This design comes from an exercise in tuning for small area, a short achievable clock period and few clock cycles per item on the open sky130 flow, not from production work. The RTL was checked by simulation tests, not by an equivalence proof against the original design. Power is estimated from default activity; no workload was simulated.

==> flow/design.v (excerpt) <==
module pid_heading_controller_core (
    input  wire logic                                i_clk,
    input  wire logic                                i_rst_n,
    input  wire logic                                psel,
    input  wire logic                                penable,
    input  wire logic                                pwrite,
    input  wire logic [phc_pkg::ADDR_W-1:0]          paddr,
    input  wire logic [phc_pkg::DATA_W-1:0]          pwdata,
    output logic      [phc_pkg::DATA_W-1:0]          prdata,
    output logic                                     pready,
    input  wire logic                                i_in_valid,
    output logic                                     o_in_stall,
    input  wire logic signed [phc_pkg::ANGLE_W-1:0]  i_measured_angle,
    output logic                                     o_out_valid,
    input  wire logic                                i_out_stall,
    output logic signed [phc_pkg::DRIVE_W-1:0]       o_drive_cmd,
    output logic                                     o_clamped
);
For scale: ~5400 cells after synthesis, ~700 flip-flops, roughly 53000 um2 of cells after synthesis.
export LEC_CHECK = 0
export ABC_AREA = 1
export CAP_MARGIN = 20
export CORE_MARGIN = 2
export CORE_UTILIZATION = 60
export PLACE_DENSITY = 0.7
export SETUP_SLACK_MARGIN = 4.8
export SLEW_MARGIN = 20
export SYNTH_HIERARCHICAL = 1
export SYNTH_MINIMUM_KEEP_SIZE = 0
create_clock -name core_clock -period 8.0 [get_ports {i_clk}]
run.sh (not shown) runs the stock make flow with config.mk's settings and CLKGATE_MAP_FILE= SYNTH_SCRIPT=/design/flow/synth_recipe.tcl, a recipe that flattens the netlist after the stock synthesis.
The starting point produced a clean layout.
Testbench counts at the start, summed over its fixed seeds: cycles 17,224, items 16,000.
Rerun with:
CTS_CLUSTER_DIAMETER = 100   (was not set)
CTS_CLUSTER_SIZE = 22   (was not set)
Area after synthesis is unchanged.
Global-route usage went down by 0.42 points.
Sequential power barely changes.
Clock skew decreases by 26 ps.
Worst hold slack is better by 6.4 ps.
Wire length went down by 1.0%.
Setup slack gains 32 ps.
Maximum frequency goes up by 0.99%.
Clock power is lower by 41%.
Cell area is lower by 2.7%.
Rerun with:
PLACE_DENSITY = 0.75   (was 0.7)
SETUP_SLACK_MARGIN = 5.0   (was 4.8)
Effect: The changed run went through all stages and came out clean; non-clock buffer count goes up by 38; global-route usage rose by 1.7 points; power is higher by 1.8%; die area is unchanged.
Rerun with:
SETUP_SLACK_MARGIN = 4.9   (was 5.0)
Wire length drops by about 1.7%.
Final cell count drops by 0.31%.
Worst setup slack loses 64 ps.
Clock power drops by about 4%.
Power drops by about 1.1%.
Sequential share of layout area climbs by 0.17 points.
Global-route usage drops by 0.64 points.
Design area drops by about 0.7%.
Die area stays the same.


== build 27 ==
pid_heading_controller_core again, from the RTL that the note above started with.
Settings: LEC_CHECK=0, ABC_AREA=1, CAP_MARGIN=20, CORE_MARGIN=2, CORE_UTILIZATION=60, CTS_CLUSTER_DIAMETER=100, CTS_CLUSTER_SIZE=30, PLACE_DENSITY=0.7, SETUP_SLACK_MARGIN=4.8, SLEW_MARGIN=20, SYNTH_HIERARCHICAL=1, SYNTH_MINIMUM_KEEP_SIZE=0; clock period 8.0 ns.
Build 27 closes out successfully: all stages finished, all timing, DRC and antenna checks passed.
Testbench counts of build 27, summed over its fixed seeds: cycles 17,224, items 16,000.
Input changes introduced in build 79 (baseline for comparison: build 27):
- SETUP_SLACK_MARGIN: 4.8 -> 5.0
- CTS_CLUSTER_SIZE: 30 -> 22
- CORE_UTILIZATION: 60 -> 65
- PLACE_DENSITY: 0.7 -> 0.75
The higher met1 routing resource usage after global routing of build 79 and build 27 is in build 79.
Final estimated routing congestion in global placement delta for build 79 relative to build 27: about 1.4% lower
Sort build 79 and build 27 by worst reg-to-reg setup slack, descending, and build 79 comes first.
Going from build 27 to build 79, the ratio of final minimum period to clock period was found to have gone down by 2.1 points.
Between build 79 and build 27, the non-clock buffer count is higher for build 79.
Delta (build 79 minus build 27): number of well-tap cells placed dropped about 8%, first-iteration DRC count climbed about 3.4%.
Die area | build 79 < build 27
Changes in build 90 relative to build 79:
- SETUP_SLACK_MARGIN: 5.0 -> 4.9
- CORE_UTILIZATION: 65 -> 60
- PLACE_DENSITY: 0.75 -> 0.8
==> results.txt <==
Reported for build 79 and build 90, combined buffer and inverter count along the critical path turned out identical to the last digit. Build 90 | status: complete | timing, DRC, antenna: pass. No stage failed in build 79, and the final checks on the layout all came back clean. Area taken by flip-flops and latches: build 90 < build 79. Per the comparison of build 90 with build 79, post-route cell area -290 µm²; die area +6800 µm².
Relative to build 90, the following input files were edited for build 95:
- a change of PLACE_DENSITY from 0.8 to 0.7
- a change of CTS_CLUSTER_DIAMETER from 100 to 150
- a change of CTS_CLUSTER_SIZE from 22 to 30
- a change of SETUP_SLACK_MARGIN from 4.9 to 4.8
==> comparison <==
The final reports for build 95 and build 90 show post-CTS clock slew at the launch and capture registers of the worst setup and hold paths higher in the former. Number of gates resized after CTS: build 90 and build 95 compared, higher one is build 90. Build 95 against build 90: final standard cell area without fillers decreased by 1.4% relative to the old numbers, setup slack decreased by 120 ps relative to the old numbers. Between build 90 and build 95, total wire length after detailed routing is lower for build 95, build 90 comes in above that. Comparing build 90 and build 95, number of logic inverters in the finished layout is lower on build 90. Build 95 consumes less power than build 90 does. The cell count after placement of build 95 and that of build 90 are within noise of each other.
## Diff of input files: build 44 against build 95
- PLACE_DENSITY: 0.7 -> 0.8
- CTS_CLUSTER_SIZE: 30 -> 22
- CTS_CLUSTER_DIAMETER: 150 -> 100
- SETUP_SLACK_MARGIN: 4.8 -> 5.0
[summary]
Going from build 95 to build 44, minimum clock period went down; floorplan die area stayed essentially flat. The higher global-route usage of build 95 and build 44 is in build 44. [compare] base=build 95 new=build 44: first-pass detailed-route iteration total went up, power share of the clock group picked up an extra 3.1 points, overall power after layout up 850 µW, arrival time of data at the critical path endpoint lower. Summary: with build 95 as the reference, routed length per instance in build 44 moved up by a few percent. Looking at synthesis-to-finish area growth, build 44 sits above build 95. Taking build 95 over build 44, the final routed wirelength across all metal layers ratio works out to 0.946.

==> separate check: timing with driven ports <==
How much do the figures lean on ideal ports? The routed layouts below were timed once more, with nothing changed but the port constraints. Step 1 assumes that a clkbuf_16 drives the clock port and a buf_2 every other input. Step 2 times the ports against the registers' clock, not the clock port: input delays grow and output delays shrink by t, the midpoint of the rising clock arrivals with the driver on. Slacks: ideal / step 1 / step 2; pairs: ideal / step 1.
run | shift t [ns] | setup WS [ns] | hold slack, ns | worst setup path at the end | worst slew at a driven data input, ns
the first run of note 1 | 0.723 | 4.693 / 4.693 / 4.174 | 0.327 / 0.327 / 0.327 | input to register | 0.10
the second run of note 1 | 0.674 | 4.725 / 4.725 / 4.209 | 0.334 / 0.334 / 0.334 | input to register | 0.09
the third run of note 1 | 0.681 | 4.928 / 4.928 / 4.392 | 0.330 / 0.330 / 0.330 | input to register | 0.04
the fourth run of note 1 | 0.694 | 4.864 / 4.864 / 4.249 | 0.333 / 0.333 / 0.333 | input to register | 0.05
build 27 | 0.747 | 4.743 / 4.743 / 4.186 | 0.330 / 0.330 / 0.330 | input to register | 0.09
build 79 | 0.688 | 4.909 / 4.909 / 4.285 | 0.336 / 0.336 / 0.336 | input to register | 0.10
build 90 | 0.680 | 4.864 / 4.856 / 4.296 | 0.335 / 0.335 / 0.335 | input to register | 0.06
build 95 | 0.714 | 4.743 / 4.743 / 4.132 | 0.339 / 0.339 / 0.339 | input to register | 0.09
build 44 | 0.688 | 4.954 / 4.954 / 4.381 | 0.340 / 0.340 / 0.340 | input to register | 0.06
After both steps setup and hold are still met in every run listed. The setup slack of build 79, which loses most, moves by 0.000 ns with the drivers and by -0.624 ns with both steps.
